This is an optimization exercise on Yosys and OpenROAD, whose aim is small area, a short achievable clock period and few clock cycles per item, not a production implementation. The RTL was checked by simulation tests, not by an equivalence proof against the original design.

## flow/run.sh

```bash
#!/bin/bash
# synth_recipe.tcl (not shown) runs the flow's synth.tcl, then flattens the netlist and writes it again
# the make line also repeats each setting of config.mk as NAME=value (left out here)
make -C /OpenROAD-flow-scripts/flow DESIGN_CONFIG=/design/flow/config.mk WORK_HOME=/design/flow/orfs CLKGATE_MAP_FILE= SYNTH_SCRIPT=/design/flow/synth_recipe.tcl finish
```

## flow/design.v

```verilog
module surround_downmix_to_pcm16 (
  input  logic               clk_i,
  input  logic               rst_ni,
  input  logic               cfg_valid_i,
  output logic               cfg_ready_o,
  input  logic [1:0]         cfg_index_i,
  input  logic [31:0]        cfg_data_i,
  input  logic               in_valid_i,
  output logic               in_ready_o,
  input  logic signed [31:0] in_sample_value_i,
  input  logic        [2:0]  in_channel_index_i,
  output logic               out_valid_o,
  input  logic               out_ready_i,
  output logic signed [15:0] out_pcm_value_o,
  output logic        [2:0]  out_channel_o,
  output logic               out_frame_last_o
);
  localparam int NP = 3;    
  localparam int NS = 15;   
  logic        dmen_q, dmen_d;
  logic [3:0]  cnt_q, cnt_d;
  logic [31:0] roles_q;
  assign cfg_ready_o = 1'b1;
  always_comb begin
    dmen_d = dmen_q;
    cnt_d  = cnt_q;
    if (cfg_valid_i && cfg_index_i == 2'd0) dmen_d = cfg_data_i[0];
    if (cfg_valid_i && cfg_index_i == 2'd1) cnt_d  = cfg_data_i[3:0];
  end
  always_ff @(posedge clk_i or negedge rst_ni) begin
    if (!rst_ni) begin
      dmen_q  <= 1'b0;
      cnt_q   <= 4'd2;
      roles_q <= '0;
    end else begin
      dmen_q <= dmen_d;
      cnt_q  <= cnt_d;
      if (cfg_valid_i && cfg_index_i == 2'd2) roles_q <= cfg_data_i;
    end
  end
  function automatic logic [2:0] last_ch(logic [3:0] c);
    if (c == 4'd0)  last_ch = 3'd0;
    else if (c[3])  last_ch = 3'd7;
    else            last_ch = c[2:0] - 3'd1;
  endfunction
  logic [2:0] nm1;
  logic       dm, dm_d;
  assign nm1  = last_ch(cnt_q);
  assign dm   = dmen_q && (nm1 >= 3'd2);
  assign dm_d = dmen_d && (last_ch(cnt_d) >= 3'd2);
  function automatic logic [19:0] hp_mul(logic [3:0] b);
    case (b)
      4'd1: hp_mul = 20'd46341;
      4'd2: hp_mul = 20'd92682;
      4'd3: hp_mul = 20'd139023;
      4'd4: hp_mul = 20'd185364;
      4'd5: hp_mul = 20'd231705;
      4'd6: hp_mul = 20'd278046;
      4'd7: hp_mul = 20'd324387;
      4'd8: hp_mul = 20'd370728;
      default: hp_mul = 20'd0;
    endcase
  endfunction
  logic [4:0]  kl_c, kr_c, kl_q, kr_q;
  logic [3:0]  bl_c, br_c, bl_q, br_q;
  logic [19:0] dl, dr, dmax, d_q, dm256_q;
  always_comb begin
    kl_c = '0; kr_c = '0; bl_c = '0; br_c = '0;
    for (int c = 0; c < 8; c++) begin
      if (3'(c) <= nm1) begin
        case (roles_q[4*c +: 4])
          4'd1: kl_c = kl_c + 5'd2;
          4'd2: kr_c = kr_c + 5'd2;
          4'd3: begin bl_c = bl_c + 4'd1; br_c = br_c + 4'd1; end
          4'd4: bl_c = bl_c + 4'd1;
          4'd5: br_c = br_c + 4'd1;
          4'd6: begin kl_c = kl_c + 5'd1; kr_c = kr_c + 5'd1; end
          default: ;
        endcase
      end
    end
  end
  always_comb begin
    dl   = {kl_q, 15'd0} + hp_mul(bl_q);
    dr   = {kr_q, 15'd0} + hp_mul(br_q);
    dmax = 20'd65536;
    if (dl > dmax) dmax = dl;
    if (dr > dmax) dmax = dr;
  end
  always_ff @(posedge clk_i) begin
    kl_q    <= kl_c;
    kr_q    <= kr_c;
    bl_q    <= bl_c;
    br_q    <= br_c;
    d_q     <= dmax;
    dm256_q <= d_q - 20'd256;
  end
  logic        in_ready_q;
  logic        r1_v, r1_ok, r1_close;
  logic        r1_v_d, r1_ok_d, r1_close_d;
  logic [31:0] r1_x;
  logic [2:0]  r1_ch;
  logic               s1_v, s1_c, s1_v_d, s1_c_d;
  logic [1:0]         s1_gl, s1_gr;
  logic signed [34:0] s1_x5;
  logic [31:0]        s1_x;
  logic        s2_v, s2_c;
  logic [1:0]  s2_gl, s2_gr;
  logic [31:0] s2_x, s2_t;
  logic signed [39:0] accl_q, accr_q;
  logic               fd_q;
  logic [NP-1:0] busy_q, busy_d;
  logic [3:0]    pcnt_q [NP];
  logic [3:0]    pcnt_d [NP];
  logic [1:0]    rrl_q, rrl_d, rrp_q, rrp_d;
  logic [18:0] reml_q [NP];
  logic [18:0] remr_q [NP];
  logic [15:0] shl_q [NP];
  logic [15:0] shr_q [NP];
  logic [NP-1:0] negl_q, negr_q, ovfl_q, ovfr_q;
  logic [2:0]  qv_q, qv_d;
  logic [15:0] qpcm_q [3];
  logic [2:0]  qch_q [3];
  logic [2:0]  qlast_q;
  assign in_ready_o = in_ready_q;
  logic rel, ppush, dpush;
  assign rel   = in_ready_q && r1_v && r1_ok;    
  assign ppush = rel && !dm;
  always_comb begin
    if (in_ready_q) begin
      r1_v_d     = in_valid_i;
      r1_ok_d    = in_channel_index_i <= nm1;
      r1_close_d = in_channel_index_i == nm1;
    end else begin
      r1_v_d     = r1_v;
      r1_ok_d    = r1_ok;
      r1_close_d = r1_close;
    end
  end
  always_ff @(posedge clk_i) begin
    if (in_ready_q) begin
      r1_x  <= in_sample_value_i;
      r1_ch <= in_channel_index_i;
    end
  end
  logic [3:0] r1_role;
  logic [1:0] gl_c, gr_c;    
  assign r1_role = roles_q[{r1_ch, 2'b00} +: 4];
  always_comb begin
    gl_c = 2'd0;
    gr_c = 2'd0;
    case (r1_role)
      4'd1: gl_c = 2'd1;
      4'd2: gr_c = 2'd1;
      4'd3: begin gl_c = 2'd2; gr_c = 2'd2; end
      4'd4: gl_c = 2'd2;
      4'd5: gr_c = 2'd2;
      4'd6: begin gl_c = 2'd3; gr_c = 2'd3; end
      default: ;
    endcase
  end
  assign s1_v_d = rel && dm;
  assign s1_c_d = s1_v_d && r1_close;
  always_ff @(posedge clk_i) begin
    s1_gl <= gl_c;
    s1_gr <= gr_c;
    s1_x  <= r1_x;
    s1_x5 <= 35'(signed'(r1_x)) + (35'(signed'(r1_x)) <<< 2);
  end
  logic [47:0] pt1, pt2, pt3, pt4, cs1s, cs1c, cs2s, cs2c, p46;
  assign pt1  = 48'(s1_x5) << 13;
  assign pt2  = 48'(s1_x5) << 10;
  assign pt3  = 48'(signed'(s1_x)) << 8;
  assign pt4  = 48'(s1_x5);
  assign cs1s = pt1 ^ pt2 ^ pt3;
  assign cs1c = ((pt1 & pt2) | (pt1 & pt3) | (pt2 & pt3)) << 1;
  assign cs2s = cs1s ^ cs1c ^ pt4;
  assign cs2c = ((cs1s & cs1c) | (cs1s & pt4) | (cs1c & pt4)) << 1;
  assign p46  = cs2s + cs2c;
  always_ff @(posedge clk_i) begin
    s2_gl <= s1_gl;
    s2_gr <= s1_gr;
    s2_x  <= s1_x;
    s2_t  <= p46[47:16];
  end
  function automatic logic signed [39:0] sat_add(logic signed [39:0] a, logic signed [32:0] b);
    logic signed [40:0] s;
    s = 41'(a) + 41'(b);
    if (s[40] != s[39]) sat_add = s[40] ? {1'b1, 39'd0} : {1'b0, {39{1'b1}}};
    else                sat_add = s[39:0];
  endfunction
  function automatic logic signed [32:0] term(logic [1:0] g, logic [31:0] x, logic [31:0] t);
    case (g)
      2'd1:    term = 33'(signed'(x));
      2'd2:    term = 33'(signed'(t));
      2'd3:    term = 33'(signed'(x)) >>> 1;
      default: term = '0;
    endcase
  endfunction
  logic signed [39:0] basel, baser;
  assign basel = fd_q ? '0 : accl_q;
  assign baser = fd_q ? '0 : accr_q;
  always_ff @(posedge clk_i or negedge rst_ni) begin
    if (!rst_ni) begin
      s1_v   <= 1'b0;
      s1_c   <= 1'b0;
      s2_v   <= 1'b0;
      s2_c   <= 1'b0;
      fd_q   <= 1'b0;
      accl_q <= '0;
      accr_q <= '0;
    end else begin
      s1_v <= s1_v_d;
      s1_c <= s1_c_d;
      s2_v <= s1_v;
      s2_c <= s1_c;
      fd_q <= s2_c;
      if (s2_v) begin
        accl_q <= sat_add(basel, term(s2_gl, s2_x, s2_t));
        accr_q <= sat_add(baser, term(s2_gr, s2_x, s2_t));
      end else if (fd_q) begin
        accl_q <= '0;
        accr_q <= '0;
      end
    end
  end
  function automatic logic [36:0] div_init(logic signed [39:0] a, logic [19:0] d);
    logic [39:0] m;
    logic [20:0] dfo, df1;
    logic        ovf, q;
    logic [18:0] rem;
    m   = a[39] ? ~a : a;
    dfo = {1'b0, m[27:8]} - {1'b0, d};
    ovf = (|m[39:28]) || !dfo[20];
    df1 = {1'b0, m[26:7]} - {1'b0, d};
    q   = !df1[20];
    rem = q ? df1[18:0] : m[25:7];
    div_init = {ovf, rem, m[6:0], 8'd0, q, 1'b0};
  endfunction
  function automatic logic [34:0] div_step(logic [18:0] rem, logic [15:0] sh, logic [19:0] d);
    logic [20:0] df;
    logic        q;
    df = {1'b0, rem, sh[15]} - {1'b0, d};
    q  = !df[20];
    div_step = {q ? df[18:0] : {rem[17:0], sh[15]}, sh[14:0], q};
  endfunction
  logic [36:0] initl, initr;
  assign initl = div_init(accl_q, d_q);
  assign initr = div_init(accr_q, d_q);
  logic       deq;
  logic [1:0] qbase;
  assign deq   = qv_q[0] && out_ready_i;
  assign qbase = 2'(qv_q[0]) + 2'(qv_q[1]) + 2'(qv_q[2]) - 2'(deq);
  logic [NP-1:0] pdone;
  always_comb begin
    for (int p = 0; p < NP; p++) pdone[p] = busy_q[p] && (pcnt_q[p] == 4'd0);
  end
  assign dpush = pdone[rrp_q] && (qbase <= 2'd1);
  function automatic logic [1:0] rr_next(logic [1:0] r);
    rr_next = (r == 2'(NP - 1)) ? 2'd0 : r + 2'd1;
  endfunction
  always_comb begin
    busy_d = busy_q;
    for (int p = 0; p < NP; p++) begin
      pcnt_d[p] = pcnt_q[p];
      if (fd_q && rrl_q == 2'(p)) begin
        busy_d[p] = 1'b1;
        pcnt_d[p] = 4'(NS);
      end else if (dpush && rrp_q == 2'(p)) begin
        busy_d[p] = 1'b0;
      end else if (busy_q[p] && pcnt_q[p] != 4'd0) begin
        pcnt_d[p] = pcnt_q[p] - 4'd1;
      end
    end
    rrl_d = fd_q  ? rr_next(rrl_q) : rrl_q;
    rrp_d = dpush ? rr_next(rrp_q) : rrp_q;
  end
  always_ff @(posedge clk_i or negedge rst_ni) begin
    if (!rst_ni) begin
      busy_q <= '0;
      rrl_q  <= '0;
      rrp_q  <= '0;
      for (int p = 0; p < NP; p++) pcnt_q[p] <= '0;
    end else begin
      busy_q <= busy_d;
      rrl_q  <= rrl_d;
      rrp_q  <= rrp_d;
      for (int p = 0; p < NP; p++) pcnt_q[p] <= pcnt_d[p];
    end
  end
  for (genvar p = 0; p < NP; p++) begin : g_pair
    logic        rlast;
    logic [19:0] dsl, dsr;
    logic [34:0] stl, str;
    assign rlast = pcnt_q[p] == 4'd1;    
    assign dsl   = (rlast && negl_q[p]) ? dm256_q : d_q;
    assign dsr   = (rlast && negr_q[p]) ? dm256_q : d_q;
    assign stl   = div_step(reml_q[p], shl_q[p], dsl);
    assign str   = div_step(remr_q[p], shr_q[p], dsr);
    always_ff @(posedge clk_i) begin
      if (fd_q && rrl_q == 2'(p)) begin
        ovfl_q[p] <= initl[36];
        ovfr_q[p] <= initr[36];
        negl_q[p] <= accl_q[39];
        negr_q[p] <= accr_q[39];
        {reml_q[p], shl_q[p]} <= initl[35:1];
        {remr_q[p], shr_q[p]} <= initr[35:1];
      end else if (busy_q[p] && pcnt_q[p] != 4'd0) begin
        {reml_q[p], shl_q[p]} <= stl;
        {remr_q[p], shr_q[p]} <= str;
      end
    end
  end
  function automatic logic [15:0] pcm_of(logic neg, logic ovf, logic [15:0] q16);
    logic [15:0] v;
    v = ({1'b0, q16[15:1]} ^ {16{neg}}) + 16'(q16[0] ^ neg);
    if (ovf)               pcm_of = neg ? 16'h8000 : 16'h7fff;
    else if (!neg && v[15]) pcm_of = 16'h7fff;
    else                   pcm_of = v;
  endfunction
  logic [15:0] pcml, pcmr;
  assign pcml = pcm_of(negl_q[rrp_q], ovfl_q[rrp_q], shl_q[rrp_q]);
  assign pcmr = pcm_of(negr_q[rrp_q], ovfr_q[rrp_q], shr_q[rrp_q]);
  logic signed [32:0] pass_s;
  logic signed [23:0] pass_q;
  logic [15:0]        pass_pcm;
  assign pass_s = 33'(signed'(r1_x)) + 33'sd255 + 33'(!r1_x[31]);
  assign pass_q = pass_s[32:9];
  always_comb begin
    if (pass_q > 24'sd32767)       pass_pcm = 16'h7fff;
    else if (pass_q < -24'sd32768) pass_pcm = 16'h8000;
    else                           pass_pcm = pass_q[15:0];
  end
  logic [15:0] w0_pcm, w1_pcm;
  logic [2:0]  w0_ch, w1_ch;
  logic        w0_last, w1_last;
  logic [1:0]  npush;
  always_comb begin
    if (dpush) begin
      npush  = 2'd2;
      w0_pcm = pcml;      w0_ch = 3'd0;  w0_last = 1'b0;
      w1_pcm = pcmr;      w1_ch = 3'd1;  w1_last = 1'b1;
    end else begin
      npush  = ppush ? 2'd1 : 2'd0;
      w0_pcm = pass_pcm;  w0_ch = r1_ch; w0_last = r1_close;
      w1_pcm = pcmr;      w1_ch = 3'd1;  w1_last = 1'b1;
    end
  end
  logic [15:0] sv_pcm [4];
  logic [2:0]  sv_ch  [4];
  logic [3:0]  sv_last, sv_v;
  always_comb begin
    for (int i = 0; i < 3; i++) begin
      sv_pcm[i]  = qpcm_q[i];
      sv_ch[i]   = qch_q[i];
      sv_last[i] = qlast_q[i];
      sv_v[i]    = qv_q[i];
    end
    sv_pcm[3] = '0; sv_ch[3] = '0; sv_last[3] = 1'b0; sv_v[3] = 1'b0;
    if (deq) begin
      for (int i = 0; i < 3; i++) begin
        sv_pcm[i]  = sv_pcm[i+1];
        sv_ch[i]   = sv_ch[i+1];
        sv_last[i] = sv_last[i+1];
        sv_v[i]    = sv_v[i+1];
      end
    end
  end
  always_comb begin
    for (int i = 0; i < 3; i++) begin
      if (2'(i) == qbase && npush != 2'd0)                       qv_d[i] = 1'b1;
      else if (2'(i) == qbase + 2'd1 && npush == 2'd2)           qv_d[i] = 1'b1;
      else                                                        qv_d[i] = sv_v[i];
    end
  end
  always_ff @(posedge clk_i or negedge rst_ni) begin
    if (!rst_ni) qv_q <= '0;
    else         qv_q <= qv_d;
  end
  always_ff @(posedge clk_i) begin
    for (int i = 0; i < 3; i++) begin
      if (2'(i) == qbase && npush != 2'd0) begin
        qpcm_q[i]  <= w0_pcm;
        qch_q[i]   <= w0_ch;
        qlast_q[i] <= w0_last;
      end else if (2'(i) == qbase + 2'd1 && npush == 2'd2) begin
        qpcm_q[i]  <= w1_pcm;
        qch_q[i]   <= w1_ch;
        qlast_q[i] <= w1_last;
      end else begin
        qpcm_q[i]  <= sv_pcm[i];
        qch_q[i]   <= sv_ch[i];
        qlast_q[i] <= sv_last[i];
      end
    end
  end
  assign out_valid_o      = qv_q[0];
  assign out_pcm_value_o  = qpcm_q[0];
  assign out_channel_o    = qch_q[0];
  assign out_frame_last_o = qlast_q[0];
  logic [1:0] occ_d;
  logic       take_d, pfree_d;
  assign occ_d   = 2'(qv_d[0]) + 2'(qv_d[1]) + 2'(qv_d[2]);
  assign pfree_d = !busy_d[rrl_d] || (pcnt_d[rrl_d] <= 4'd3 && occ_d <= 2'd1);
  always_comb begin
    if (!r1_v_d || !r1_ok_d)   take_d = 1'b1;
    else if (!dm_d)            take_d = occ_d <= 2'd2;
    else if (!r1_close_d)      take_d = 1'b1;
    else                       take_d = !s1_c_d && !s1_c && !s2_c && pfree_d;
  end
  always_ff @(posedge clk_i or negedge rst_ni) begin
    if (!rst_ni) begin
      in_ready_q <= 1'b1;
      r1_v       <= 1'b0;
      r1_ok      <= 1'b0;
      r1_close   <= 1'b0;
    end else begin
      in_ready_q <= take_d;
      r1_v       <= r1_v_d;
      r1_ok      <= r1_ok_d;
      r1_close   <= r1_close_d;
    end
  end
endmodule
```

## flow/constraint.sdc

```tcl
create_clock -name core_clock -period 12.0 [get_ports {clk_i}]
set_input_delay 2.4000 -clock core_clock [delete_from_list [all_inputs] [get_ports {clk_i}]]
set_output_delay 2.4000 -clock core_clock [all_outputs]
set_load 0.01 [all_outputs]
```

## flow/config.mk

```make
export PLATFORM = sky130hd
export DESIGN_NAME = surround_downmix_to_pcm16
export DESIGN_NICKNAME = surround_downmix_to_pcm16
export VERILOG_FILES = /design/flow/design.v
export SDC_FILE = /design/flow/constraint.sdc
export NUM_CORES = 4
export LEC_CHECK = 0
export CAP_MARGIN = 20
export CORE_MARGIN = 2
export CORE_UTILIZATION = 40
export SLEW_MARGIN = 20
```

==> results of run 1 <==
-- state kept, by name (all words and copies together) (netlist names), 33 cells and up, named ones only --
signal / count
shr_q: 48
accl_q: 40
s1_x5: 33
qpcm_q: 48
accr_q: 40
remr_q: 57
shl_q: 48
reml_q: 57
-- path summary, 6_finish.rpt --
check,start,endpoint,slack [ns],cells past startpoint
hold reg to reg,s1_gl[1],s2_gl[1],0.34,0
hold / removal,s1_gl[1],s2_gl[1],0.34,0
min in group asynchronous,rst_ni,roles_q[27],1.82,1
setup reg to reg,cnt_q[0],kr_q[2],4.97,32
max in group asynchronous,rst_ni,fd_q,8.70,2
setup / recovery,cnt_q[0],kr_q[2],4.97,32
-- cells by family after synthesis --
kind of cell / Yosys count / synth area share, %
buffers and inverters: 476 / 3.672
AO/OA/AOI/OAI: 1549 / 20.08
adder cells (fa/ha/maj): 516 / 14.15
XOR/XNOR: 431 / 7.660
other: 1 / 0.007579
multiplexers: 276 / 6.110
AND/OR/NAND/NOR: 1438 / 14.31
flip-flops: 669 / 34.01
-- cells in the final DEF (no fill, tap or decap), types with 144 or more instances in the layout --
cell / instances
a21oi_1: 446
dfxtp_1: 252
edfxtp_1: 269
ha_1: 438
inv_1: 225
nand2_1: 442
nor2_1: 320
nor2b_1: 144
o21ai_0: 368
xnor2_1: 282
xor2_1: 148
-- Yosys cell counts, drive strengths merged (74+ instances only) --
master  instances  area share, %
a22o          103            1.8
dfxtp         252             10
inv           234            1.8
a211oi         91            1.4
o21ai         383            3.9
mux2          128            2.9
a21oi         451            4.6
ha            438             11
xnor2         282            5.0
mux2i         140            2.8
a21o          119            1.8
nor3           94           0.97
xor2          148            2.6
nor2          321            2.4
fa             74            3.0
nand2         444            3.4
nor2b         147            1.9
nand3         120            1.2
dfrtp         146            7.4
edfxtp        269             16
clkbuf        207            1.6
-- area by class of cell --
type | count | area [sq um]
fillers | 11836 | 68180
multi-input cells | 4211 | 30920
flip-flops and latches | 669 | 16830
clock buffers | 114 | 2406
well taps | 1637 | 2048
repair buffers | 154 | 1395
inverters | 237 | 889.6
clock inverters | 34 | 480.5
diodes | 1 | 2.502
-- layer usage --
metal | GRT usage, % | share of wire [%]
met1 | 29.74 | 46
met3 | 3.001 | 5.6
met4 | 6.008 | 2.4
met2 | 35.69 | 46
met5 | 0 | 0.0086
==> notes.md, run 1 <==
Seq/Total Area, Yosys=34.01%; Hold WC Path Type=reg2reg; Slew Viols, Final=0; Pre-antenna DRT Iters=7; Starting Density=40.18%; die footprint=126500 sq um; syn nets=5942; remaining routing DRC violations=0; Max Buffers Root-to-Sink=3; crit path DAT=7.55 ns; row count=129; worst slew pin tran=1.115 ns; Netlist cell types=110; # H-tree levels=3; die width=355.7 microns; Post-Layout Cell Count=7057; IO Pins=97; Post-synth ARST share=22.12%; Mapped Cells=5356; vias in the first global route=38802; Hold Violations, Final=0; grt total ovfl=0; Post-Syn Area=49480 sq um; fin area=54980 sq um; Root Buffer Master=clkbuf_16; initial antenna violation count=5; vias per cell=5.667; Final min period=7.033 ns; fin nets=5938; Placeable Area=123200 sq um; CP dominant cell by count=ha_1; # hold bufs at CTS=0; TNS Setup=0 ns; gpl congestion=0.8985; post_cts resized=0; DRT iter0 DRCs=3075; status=finished clean; critical-path maximum fanout=7; total CTS buffers=79; Max Cap Viol=0; post-DP HPWL=105.5 mm; largest net degree at the start of global routing=89; postcts setup bufs=0; Post-synth EDFFs=269; I/O Buffers=95; Tcrit/Tclk final=58.60%; critical path class=reg2reg; total clock sinks=669; startpoint types=flop; hold slack final=0.3356 ns; slowest stage delay, CP=0.51 ns; final setup margin=4.967 ns; final setup violating endpoints=0; CP bufs+invs=4; Avg Inst Size Synth=9.238 sq um; Tot GR Track Use=21.70%; layout cells sized above 1=7.529%; worst slack at placement=5.026 ns; Vias=39989; CTS tree=done; final cell utilization of the core=44.64%; Slew headroom=24.90%; Slowest cell on crit path=or4b_4; crit end category=flop; Total Wirelength=139.0 mm; wire length per cell=19.70 microns; synth-to-layout area growth=11.11%; Critical Path RT=12.52 ns; Placed Instances=6908; antenna viol nets, final=0; delay-heaviest family, CP=simple AND/OR/NAND/NOR gates; Max Fclk=142.2 MHz; Yosys Warn Count=11; RSZ-0062 raised after global routing=no; area of placed instances=52060 sq um; clk_skew=0.04433 ns; insertion delay of the later-clocked pin in the worst-skew pair=0.67 ns; Die Y=355.7 microns; synthesis-stage register bit count=669; Top FF cell, synth=edfxtp_1; Reg clk slew, reported paths=0.06 ns; global-route wire length before repair=220.1 mm
Testbench counts, summed over its fixed seeds: cycles 11,016, items 8,960.
==> run 2: changes to the inputs <==
--- a/flow/design.v
+++ b/flow/design.v
@@ -66,17 +66,25 @@
   logic [19:0] dl, dr, dmax, d_q, dm256_q;
+  logic [1:0] kl_e [8];
+  logic [1:0] kr_e [8];
+  logic       bl_e [8];
+  logic       br_e [8];
   always_comb begin
-    kl_c = '0; kr_c = '0; bl_c = '0; br_c = '0;
     for (int c = 0; c < 8; c++) begin
-      if (3'(c) <= nm1) begin
-        case (roles_q[4*c +: 4])
-          4'd1: kl_c = kl_c + 5'd2;
-          4'd2: kr_c = kr_c + 5'd2;
-          4'd3: begin bl_c = bl_c + 4'd1; br_c = br_c + 4'd1; end
-          4'd4: bl_c = bl_c + 4'd1;
-          4'd5: br_c = br_c + 4'd1;
-          4'd6: begin kl_c = kl_c + 5'd1; kr_c = kr_c + 5'd1; end
-          default: ;
-        endcase
-      end
-    end
+      logic [3:0] r;
+      logic       en;
+      r  = roles_q[4*c +: 4];
+      en = 3'(c) <= nm1;
+      kl_e[c] = !en ? 2'd0 : (r == 4'd1) ? 2'd2 : (r == 4'd6) ? 2'd1 : 2'd0;
+      kr_e[c] = !en ? 2'd0 : (r == 4'd2) ? 2'd2 : (r == 4'd6) ? 2'd1 : 2'd0;
+      bl_e[c] = en && (r == 4'd3 || r == 4'd4);
+      br_e[c] = en && (r == 4'd3 || r == 4'd5);
+    end
+    kl_c = ((5'(kl_e[0]) + 5'(kl_e[1])) + (5'(kl_e[2]) + 5'(kl_e[3]))) +
+           ((5'(kl_e[4]) + 5'(kl_e[5])) + (5'(kl_e[6]) + 5'(kl_e[7])));
+    kr_c = ((5'(kr_e[0]) + 5'(kr_e[1])) + (5'(kr_e[2]) + 5'(kr_e[3]))) +
+           ((5'(kr_e[4]) + 5'(kr_e[5])) + (5'(kr_e[6]) + 5'(kr_e[7])));
+    bl_c = ((4'(bl_e[0]) + 4'(bl_e[1])) + (4'(bl_e[2]) + 4'(bl_e[3]))) +
+           ((4'(bl_e[4]) + 4'(bl_e[5])) + (4'(bl_e[6]) + 4'(bl_e[7])));
+    br_c = ((4'(br_e[0]) + 4'(br_e[1])) + (4'(br_e[2]) + 4'(br_e[3]))) +
+           ((4'(br_e[4]) + 4'(br_e[5])) + (4'(br_e[6]) + 4'(br_e[7])));
   end
@@ -199,5 +207,5 @@
   endfunction
-  logic signed [39:0] basel, baser;
-  assign basel = fd_q ? '0 : accl_q;
-  assign baser = fd_q ? '0 : accr_q;
+  logic signed [32:0] tl, tr;
+  assign tl = term(s2_gl, s2_x, s2_t);
+  assign tr = term(s2_gr, s2_x, s2_t);
   always_ff @(posedge clk_i or negedge rst_ni) begin
@@ -217,5 +225,8 @@
       fd_q <= s2_c;
-      if (s2_v) begin
-        accl_q <= sat_add(basel, term(s2_gl, s2_x, s2_t));
-        accr_q <= sat_add(baser, term(s2_gr, s2_x, s2_t));
+      if (s2_v && fd_q) begin
+        accl_q <= 40'(tl);
+        accr_q <= 40'(tr);
+      end else if (s2_v) begin
+        accl_q <= sat_add(accl_q, tl);
+        accr_q <= sat_add(accr_q, tr);
       end else if (fd_q) begin
@@ -246,2 +257,9 @@
   endfunction
+  function automatic logic [15:0] pcm_of(logic neg, logic ovf, logic [15:0] q16);
+    logic [15:0] v;
+    v = ({1'b0, q16[15:1]} ^ {16{neg}}) + 16'(q16[0] ^ neg);
+    if (ovf)                pcm_of = neg ? 16'h8000 : 16'h7fff;
+    else if (!neg && v[15]) pcm_of = 16'h7fff;
+    else                    pcm_of = v;
+  endfunction
   logic [36:0] initl, initr;
@@ -249,7 +267,8 @@
   assign initr = div_init(accr_q, d_q);
-  logic       deq;
-  logic [1:0] qbase;
+  logic       deq, room2;
+  logic [2:0] sv;
   assign deq   = qv_q[0] && out_ready_i;
-  assign qbase = 2'(qv_q[0]) + 2'(qv_q[1]) + 2'(qv_q[2]) - 2'(deq);
-  logic [NP-1:0] pdone;
+  assign sv    = deq ? {1'b0, qv_q[2:1]} : qv_q;
+  assign room2 = !sv[1];
+  logic [NP-1:0] pdone, rl_q, rl_d;
   always_comb begin
@@ -257,3 +276,3 @@
   end
-  assign dpush = pdone[rrp_q] && (qbase <= 2'd1);
+  assign dpush = pdone[rrp_q] && room2;
   function automatic logic [1:0] rr_next(logic [1:0] r);
@@ -273,2 +292,3 @@
       end
+      rl_d[p] = busy_d[p] && pcnt_d[p] == 4'd1;
     end
@@ -280,2 +300,3 @@
       busy_q <= '0;
+      rl_q   <= '0;
       rrl_q  <= '0;
@@ -285,2 +306,3 @@
       busy_q <= busy_d;
+      rl_q   <= rl_d;
       rrl_q  <= rrl_d;
@@ -291,10 +313,8 @@
   for (genvar p = 0; p < NP; p++) begin : g_pair
-    logic        rlast;
     logic [19:0] dsl, dsr;
     logic [34:0] stl, str;
-    assign rlast = pcnt_q[p] == 4'd1;    
-    assign dsl   = (rlast && negl_q[p]) ? dm256_q : d_q;
-    assign dsr   = (rlast && negr_q[p]) ? dm256_q : d_q;
-    assign stl   = div_step(reml_q[p], shl_q[p], dsl);
-    assign str   = div_step(remr_q[p], shr_q[p], dsr);
+    assign dsl = (rl_q[p] && negl_q[p]) ? dm256_q : d_q;
+    assign dsr = (rl_q[p] && negr_q[p]) ? dm256_q : d_q;
+    assign stl = div_step(reml_q[p], shl_q[p], dsl);
+    assign str = div_step(remr_q[p], shr_q[p], dsr);
     always_ff @(posedge clk_i) begin
@@ -313,17 +333,7 @@
   end
-  function automatic logic [15:0] pcm_of(logic neg, logic ovf, logic [15:0] q16);
-    logic [15:0] v;
-    v = ({1'b0, q16[15:1]} ^ {16{neg}}) + 16'(q16[0] ^ neg);
-    if (ovf)               pcm_of = neg ? 16'h8000 : 16'h7fff;
-    else if (!neg && v[15]) pcm_of = 16'h7fff;
-    else                   pcm_of = v;
-  endfunction
-  logic [15:0] pcml, pcmr;
-  assign pcml = pcm_of(negl_q[rrp_q], ovfl_q[rrp_q], shl_q[rrp_q]);
-  assign pcmr = pcm_of(negr_q[rrp_q], ovfr_q[rrp_q], shr_q[rrp_q]);
-  logic signed [32:0] pass_s;
+  logic signed [24:0] pass_s;
   logic signed [23:0] pass_q;
   logic [15:0]        pass_pcm;
-  assign pass_s = 33'(signed'(r1_x)) + 33'sd255 + 33'(!r1_x[31]);
-  assign pass_q = pass_s[32:9];
+  assign pass_s = 25'(signed'(r1_x[31:8])) + 25'((|r1_x[7:0]) || !r1_x[31]);
+  assign pass_q = pass_s[24:1];
   always_comb begin
@@ -336,31 +346,30 @@
   logic        w0_last, w1_last;
-  logic [1:0]  npush;
-  always_comb begin
+  logic        push1, push2;
+  assign push1 = dpush || ppush;
+  assign push2 = dpush;
+  always_comb begin
+    w1_pcm = pcm_of(negr_q[rrp_q], ovfr_q[rrp_q], shr_q[rrp_q]);
+    w1_ch  = 3'd1;
+    w1_last = 1'b1;
     if (dpush) begin
-      npush  = 2'd2;
-      w0_pcm = pcml;      w0_ch = 3'd0;  w0_last = 1'b0;
-      w1_pcm = pcmr;      w1_ch = 3'd1;  w1_last = 1'b1;
+      w0_pcm = pcm_of(negl_q[rrp_q], ovfl_q[rrp_q], shl_q[rrp_q]);
+      w0_ch  = 3'd0;
+      w0_last = 1'b0;
     end else begin
-      npush  = ppush ? 2'd1 : 2'd0;
-      w0_pcm = pass_pcm;  w0_ch = r1_ch; w0_last = r1_close;
-      w1_pcm = pcmr;      w1_ch = 3'd1;  w1_last = 1'b1;
+      w0_pcm = pass_pcm;      w0_ch = r1_ch; w0_last = r1_close;
     end
   end
-  logic [15:0] sv_pcm [4];
-  logic [2:0]  sv_ch  [4];
-  logic [3:0]  sv_last, sv_v;
+  logic [15:0] sh_pcm [3];
+  logic [2:0]  sh_ch  [3];
+  logic [2:0]  sh_last;
   always_comb begin
     for (int i = 0; i < 3; i++) begin
-      sv_pcm[i]  = qpcm_q[i];
-      sv_ch[i]   = qch_q[i];
-      sv_last[i] = qlast_q[i];
-      sv_v[i]    = qv_q[i];
-    end
-    sv_pcm[3] = '0; sv_ch[3] = '0; sv_last[3] = 1'b0; sv_v[3] = 1'b0;
-    if (deq) begin
-      for (int i = 0; i < 3; i++) begin
-        sv_pcm[i]  = sv_pcm[i+1];
-        sv_ch[i]   = sv_ch[i+1];
-        sv_last[i] = sv_last[i+1];
-        sv_v[i]    = sv_v[i+1];
+      if (deq && i < 2) begin
+        sh_pcm[i]  = qpcm_q[i+1];
+        sh_ch[i]   = qch_q[i+1];
+        sh_last[i] = qlast_q[i+1];
+      end else begin
+        sh_pcm[i]  = qpcm_q[i];
+        sh_ch[i]   = qch_q[i];
+        sh_last[i] = qlast_q[i];
       end
@@ -368,9 +377,8 @@
   end
-  always_comb begin
-    for (int i = 0; i < 3; i++) begin
-      if (2'(i) == qbase && npush != 2'd0)                       qv_d[i] = 1'b1;
-      else if (2'(i) == qbase + 2'd1 && npush == 2'd2)           qv_d[i] = 1'b1;
-      else                                                        qv_d[i] = sv_v[i];
-    end
-  end
+  logic [2:0] at0, at1;
+  assign at0 = {!sv[2] && sv[1], !sv[1] && sv[0], !sv[0]};
+  assign at1 = {!sv[1] && sv[0], !sv[0], 1'b0};
+  assign qv_d[0] = sv[0] || push1;
+  assign qv_d[1] = sv[1] || (sv[0] && push1) || push2;
+  assign qv_d[2] = sv[2] || (sv[1] && push1) || (sv[0] && push2);
   always_ff @(posedge clk_i or negedge rst_ni) begin
@@ -381,3 +389,3 @@
     for (int i = 0; i < 3; i++) begin
-      if (2'(i) == qbase && npush != 2'd0) begin
+      if (at0[i] && push1) begin
         qpcm_q[i]  <= w0_pcm;
@@ -385,3 +393,3 @@
         qlast_q[i] <= w0_last;
-      end else if (2'(i) == qbase + 2'd1 && npush == 2'd2) begin
+      end else if (at1[i] && push2) begin
         qpcm_q[i]  <= w1_pcm;
@@ -390,5 +398,5 @@
       end else begin
-        qpcm_q[i]  <= sv_pcm[i];
-        qch_q[i]   <= sv_ch[i];
-        qlast_q[i] <= sv_last[i];
+        qpcm_q[i]  <= sh_pcm[i];
+        qch_q[i]   <= sh_ch[i];
+        qlast_q[i] <= sh_last[i];
       end
@@ -400,9 +408,12 @@
   assign out_frame_last_o = qlast_q[0];
-  logic [1:0] occ_d;
-  logic       take_d, pfree_d;
-  assign occ_d   = 2'(qv_d[0]) + 2'(qv_d[1]) + 2'(qv_d[2]);
-  assign pfree_d = !busy_d[rrl_d] || (pcnt_d[rrl_d] <= 4'd3 && occ_d <= 2'd1);
+  logic [NP-1:0] pfree_p;
+  logic          take_d, pfree_d;
+  always_comb begin
+    for (int p = 0; p < NP; p++)
+      pfree_p[p] = !busy_d[p] || (pcnt_d[p] <= 4'd3 && !qv_d[1]);
+  end
+  assign pfree_d = pfree_p[rrl_d];
   always_comb begin
     if (!r1_v_d || !r1_ok_d)   take_d = 1'b1;
-    else if (!dm_d)            take_d = occ_d <= 2'd2;
+    else if (!dm_d)            take_d = !qv_d[2];
     else if (!r1_close_d)      take_d = 1'b1;
--- a/flow/config.mk
+++ b/flow/config.mk
@@ -7,5 +7,5 @@
 export LEC_CHECK = 0
-export CAP_MARGIN = 20
+export CAP_MARGIN = 70
 export CORE_MARGIN = 2
 export CORE_UTILIZATION = 40
-export SLEW_MARGIN = 20
+export SLEW_MARGIN = 70
==> notes.md, run 2 <==
Hold Violations, Final=0; worst slew pin tran=0.5254 ns; Post-synth EDFFs=269; # H-tree levels=3; post_cts resized=0; TNS Setup=0 ns; syn nets=5951; WL met2=67.44 mm; layout cells sized above 1=10.74%; Avg Inst Size Synth=9.234 sq um; grt total ovfl=0; Placeable Area=123300 sq um; Mapped Cells=5362; CTS tree=done; worst-path cell chain=inv_1, ha_1, maj3_1, nand2b_1, nor2_1, nor2_1, nand3_1, fa_1, fa_1, fa_1, inv_1, ha_1, inv_1, fa_2, ha_1, and2_1, nor2b_1, a31o_2, a22o_1; synth cell count leaders=522 x a21oi_1, 413 x ha_1, 412 x nand2_1, 409 x nor2_1, 302 x o21ai_0; Slew headroom=64.70%; Placed Instances=6936; Post-Layout Cell Count=7091; largest net degree at the start of global routing=64; Top FF cell, synth=edfxtp_1; antenna viol nets, final=0; Tcrit/Tclk final=45.67%; delay-heaviest family, CP=adder cells; DRT iter0 DRCs=3040; Post-Route M1 WL=63.93 mm; layout filler cell count=11693; met3 WL post-DR=8.231 mm; final setup violating endpoints=0; Slew Viols, Final=0; Netlist cell types=105; vias in the first global route=39206; final setup margin=6.519 ns; critical path class=reg2reg; Yosys Warn Count=16; Pre-antenna DRT Iters=6; startpoint types=flop; IO Pins=97; remaining routing DRC violations=0; slowest stage delay, CP=0.54 ns; initial antenna violation count=0; Antenna Diode Count=0; Reg clk slew, reported paths=0.06 ns; insertion delay of the later-clocked pin in the worst-skew pair=0.69 ns; postcts setup bufs=0; area of placed instances=53230 sq um; Root Buffer Master=clkbuf_16; wire length per cell=20.21 microns; commonest non-fill, non-tap cell in the layout=a21oi_1; Starting Density=40.15%; RSZ-0062 raised after global routing=no; status=finished clean; post-synth top area cell=edfxtp_1; Die Y=355.8 microns; critical-path maximum fanout=7; Final min period=5.481 ns; post-DP HPWL=109.3 mm; Post-synth ARST share=22.47%; I/O Buffers=95; Critical Path RT=12.55 ns; synthesis-stage register bit count=672; Total Wirelength=143.3 mm; count leader, synth=a21oi_1; fin nets=5977; CP bufs+invs=3; crit end category=flop; Tot GR Track Use=22.13%; Hold WC Path Type=reg2reg; synth-to-layout area growth=13.98%; clk_skew=0.03611 ns; crit path DAT=6.03 ns; row count=129; total clock sinks=672; most frequent cells in the layout=480 x a21oi_1, 412 x ha_1, 407 x nand2_1; Max Cap Viol=0; Max Buffers Root-to-Sink=3; total CTS buffers=78; most area-consuming cells after synthesis=edfxtp_1 16%, ha_1 10%, dfxtp_1 10%, dfrtp_1 7.5%, a21oi_1 5.3%; Slowest cell on crit path=fa_1; Max Fclk=182.5 MHz; worst slack at placement=6.476 ns; Post-Syn Area=49510 sq um; global-route wire length before repair=223.7 mm; Yosys top cell area share=16.31%; highest metal used=met4; # hold bufs at CTS=0; Seq/Total Area, Yosys=34.14%; fin area=56430 sq um; gpl congestion=0.9223; Vias=41041; vias per cell=5.788; die footprint=126600 sq um; die width=355.8 microns
[run 2: cell types whose count changed after synthesis, moves of 25 or more]
cell / previous run / this run
nor2b_1: 146 / 48
nor2_1: 321 / 409
a21oi_1: 450 / 522
o21ai_0: 368 / 302
xnor2_1: 282 / 236
clkbuf_1: 207 / 169
a22o_1: 103 / 70
nand2_1: 444 / 412
a22oi_1: 35 / 66
buf_2: 3 / 32
fa_1: 74 / 102
ha_1: 438 / 413
[run 2: path summary, 6_finish.rpt]
kind                          start  depth (start not counted)  slack [ns]    endpoint
max                        cnt_q[1]                         19        6.52       dr[5]
min                        s1_gl[0]                          0        0.34    s2_gl[0]
max reg2reg                cnt_q[1]                         19        6.52       dr[5]
min reg2reg                s1_gl[0]                          0        0.34    s2_gl[0]
max in group asynchronous    rst_ni                          4        9.48    rrp_q[0]
min in group asynchronous    rst_ni                          1        1.58  roles_q[1]
[run 2: cell type report]
type	instances	area [sq um]	share of cell area, %
multi-input cells	4210	31860	56.45
inverters	234	883.3	1.565
flip-flops and latches	672	16920	29.99
well taps	1637	2048	3.629
clock inverters	44	516.7	0.9157
clock buffers	102	2185	3.871
repair buffers	192	2019	3.578
[run 2: logic make-up after synthesis]
group	share of synthesized area (%)
adders and majority gates	14.58
muxes	6.179
AOI/OAI and AO/OA	20.79
other	0.007574
and+or+nand+nor	13.80
DFF	34.14
xor gates and xnor gates	6.687
buffers and inverters	3.818
[run 2: metrics by stage]
stage | hold WS [ns] | util [%]
2_1_floorplan | 0.3096 | -
3_3_place_gp | 0.3180 | 42.23
3_5_place_dp | 0.3178 | 43.17
4_1_cts | 0.3379 | 45.36
5_1_grt | 0.3463 | 45.76
6_report | 0.3371 | 45.76
[run 2: routing by layer]
layer  vias to the layer above  global-route usage, %
met2                      1118                  36.58
met1                     20014                  30.17
met3                       188                  2.848
li1                      19721                      -
met5                         -                      0
met4                         0                  6.633
Testbench counts of run 2, summed over its fixed seeds: cycles 11,016, items 8,960.
==> run 3: changes to the inputs <==
--- a/flow/config.mk
+++ b/flow/config.mk
@@ -7,5 +7,5 @@
 export LEC_CHECK = 0
-export CAP_MARGIN = 70
+export CAP_MARGIN = 20
 export CORE_MARGIN = 2
 export CORE_UTILIZATION = 40
-export SLEW_MARGIN = 70
+export SLEW_MARGIN = 20
==> notes.md, run 3 <==
fin nets=5939; remaining routing DRC violations=0; fin area=54670 sq um; antenna viol nets, final=0; Avg Inst Size Synth=9.234 sq um; Yosys Warn Count=16; area of placed instances=52070 sq um; Yosys top cell area share=16.31%; final setup margin=6.515 ns; critical-path maximum fanout=33; Netlist cell types=105; Post-synth ARST share=22.47%; wire length per cell=20.15 microns; die width=355.8 microns; Vias=40602; post-DP HPWL=107.0 mm; status=finished clean; crit end category=flop; FF-to-FF End=accr_q[36]; grt total ovfl=0; HP Start=s1_gl[0]; Reg clk slew, reported paths=0.06 ns; Total Wirelength=142.1 mm; worst slew pin tran=1.102 ns; Placeable Area=123300 sq um; insertion delay of the later-clocked pin in the worst-skew pair=0.68 ns; GRT Max-Usage Layer=met2; clk_skew=0.02765 ns; Seq/Total Area, Yosys=34.14%; layout cells sized above 1=7.091%; Critical Path RT=12.58 ns; most frequent cells in the layout=521 x a21oi_1, 412 x ha_1, 408 x nand2_1; gpl congestion=0.9223; met1 GRT Util=30.37%; Mapped Cells=5362; Die Y=355.8 microns; post-synth top area cell=edfxtp_1; Starting Density=40.15%; Hold WC Path Type=reg2reg; TNS Setup=0 ns; layout filler cell count=11931; Placed Instances=6907; final cell utilization of the core=44.33%; synthesis-stage register bit count=672; Slew headroom=24.65%; Pre-antenna DRT Iters=6; row count=129; post_cts resized=0; Tcrit/Tclk final=45.71%; Hold Crit Endpoint=s2_gl[0]; Antenna Diode Count=0; total CTS buffers=78; Tot GR Track Use=22.06%; synth cell count leaders=522 x a21oi_1, 413 x ha_1, 412 x nand2_1, 409 x nor2_1, 302 x o21ai_0; Post-synth EDFFs=269; GRT met2 Usage=36.80%; count leader, synth=a21oi_1; syn nets=5951; met3 usage=2.438%; Reg2Reg Depth=15; Top FF cell, synth=edfxtp_1; commonest non-fill, non-tap cell in the layout=a21oi_1; Max Buffers Root-to-Sink=3; global-route wire length before repair=223.4 mm; Root Buffer Master=clkbuf_16; # H-tree levels=3; hold slack final=0.3270 ns; crit path DAT=6.06 ns; initial antenna violation count=4; reg2reg setup slack=6.52 ns; worst hold stages=0; final setup violating endpoints=0; RSZ-0062 raised after global routing=no; vias per cell=5.758; I/O Buffers=95; Hold Violations, Final=0; startpoint types=flop; DRT iter0 DRCs=3284; Slew Viols, Final=0; RR Startpoint=s2_gr[1]; CTS tree=done; largest net degree at the start of global routing=82; total clock sinks=672; synth-to-layout area growth=10.41%; most area-consuming cells after synthesis=edfxtp_1 16%, ha_1 10%, dfxtp_1 10%, dfrtp_1 7.5%, a21oi_1 5.3%; Max Fclk=182.3 MHz; Max Cap Viol=0; worst slack at placement=6.203 ns; # hold bufs at CTS=0; Final min period=5.485 ns; IO Pins=97; Post-Syn Area=49510 sq um; vias in the first global route=39141; critical path class=reg2reg; die footprint=126600 sq um; postcts setup bufs=0; Post-Layout Cell Count=7052
==> run 3: cell count changes in the layout (fill, tap and decap cells not counted), moves of 11 or more <==
cell     change
xor2_2      -12
buf_4       +15
buf_12      -11
buf_8       -15
a21oi_2     -33
o21ai_0     +15
a21oi_1     +41
xor2_1      +13
==> run 3: critical path, stage by stage (launching register included) <==
cell and delay (ns):
dfxtp_1 0.32, buf_4 0.38, nor2b_2 0.22, buf_4 0.32, a22o_1 0.23, ha_1 0.29, a2111oi_2 0.40, o21ai_0 0.29
a41oi_1 0.34, a21oi_1 0.16, o21bai_1 0.36, a21boi_0 0.29, a2111oi_4 0.49, a2bb2oi_4 0.75, nand2b_2 0.34, o211ai_1 0.18
==> run 3: per-layer routing <==
metal | part of all wire, % | vias up
li1 | - | 19636
met1 | 45 | 19756
met2 | 47 | 1052
met3 | 5.4 | 158
met4 | 2.2 | 0
met5 | 0 | -
==> run 3: worst max-delay path by stage <==
stage | from | end | slack (ns) | cells past startpoint
2_1_floorplan | out_ready_i | qch_q[2][0] | 6.68 | 6
3_3_place_gp | out_ready_i | qpcm_q[0][2] | 6.26 | 7
3_5_place_dp | out_ready_i | qpcm_q[0][2] | 6.20 | 7
4_1_cts | s2_gr[1] | accr_q[36] | 6.52 | 15
5_1_grt | s2_gr[1] | accr_q[24] | 6.20 | 15
6_report | s2_gr[1] | accr_q[36] | 6.52 | 15
==> run 3: area by class of cell <==
cell class	instances	area [sq um]	area share [%]
tap	1637	2048	3.747
timing repair buffer	154	1399	2.559
inverter	234	878.3	1.607
sequential	672	16910	30.93
clock inverter	43	411.6	0.7530
clock buffer	102	2176	3.980
multi-input combinational	4210	30850	56.43
==> run 3: kinds of logic (layout without fill, tap and decap cells) <==
logic type / count (synthesis) / count (layout) / synth area share (%)
and+or+nand+nor: 1429 / 1429 / 13.80
other: 1 / 1 / 0.007574
DFF: 672 / 672 / 34.14
AOI/OAI and AO/OA: 1605 / 1605 / 20.79
buffers and inverters: 480 / 533 / 3.818
adders and majority gates: 516 / 516 / 14.58
muxes: 281 / 281 / 6.179
xor gates and xnor gates: 378 / 378 / 6.687

separate check: timing with driven ports:
No port has a modelled driver above. Below, the same layouts with a new extraction and two added sets of constraints.
Step 1 (the two cells are an assumption about what drives the block):
set clk [get_ports {clk_i}]
set_driving_cell -lib_cell sky130_fd_sc_hd__clkbuf_16 $clk
set_driving_cell -lib_cell sky130_fd_sc_hd__buf_2 [delete_from_list [all_inputs] $clk]
Step 2 also shifts input and output timing later by t, the mid clock arrival at the registers, as if the neighbouring blocks saw the same clock.
a / b / c = ideal ports / drivers / drivers and shift; a / b = the first two.
run	shift t [ns]	setup WS [ns]	worst setup path at the end
run 1	0.719	4.967 / 4.967 / 4.967	register to register
run 2	0.744	6.519 / 6.519 / 6.519	register to register
run 3	0.743	6.515 / 6.515 / 6.466	input to register
After both steps setup and hold are still met in every run listed. The setup slack of run 3, which loses most, moves by 0.000 ns with the drivers and by -0.049 ns with both steps.
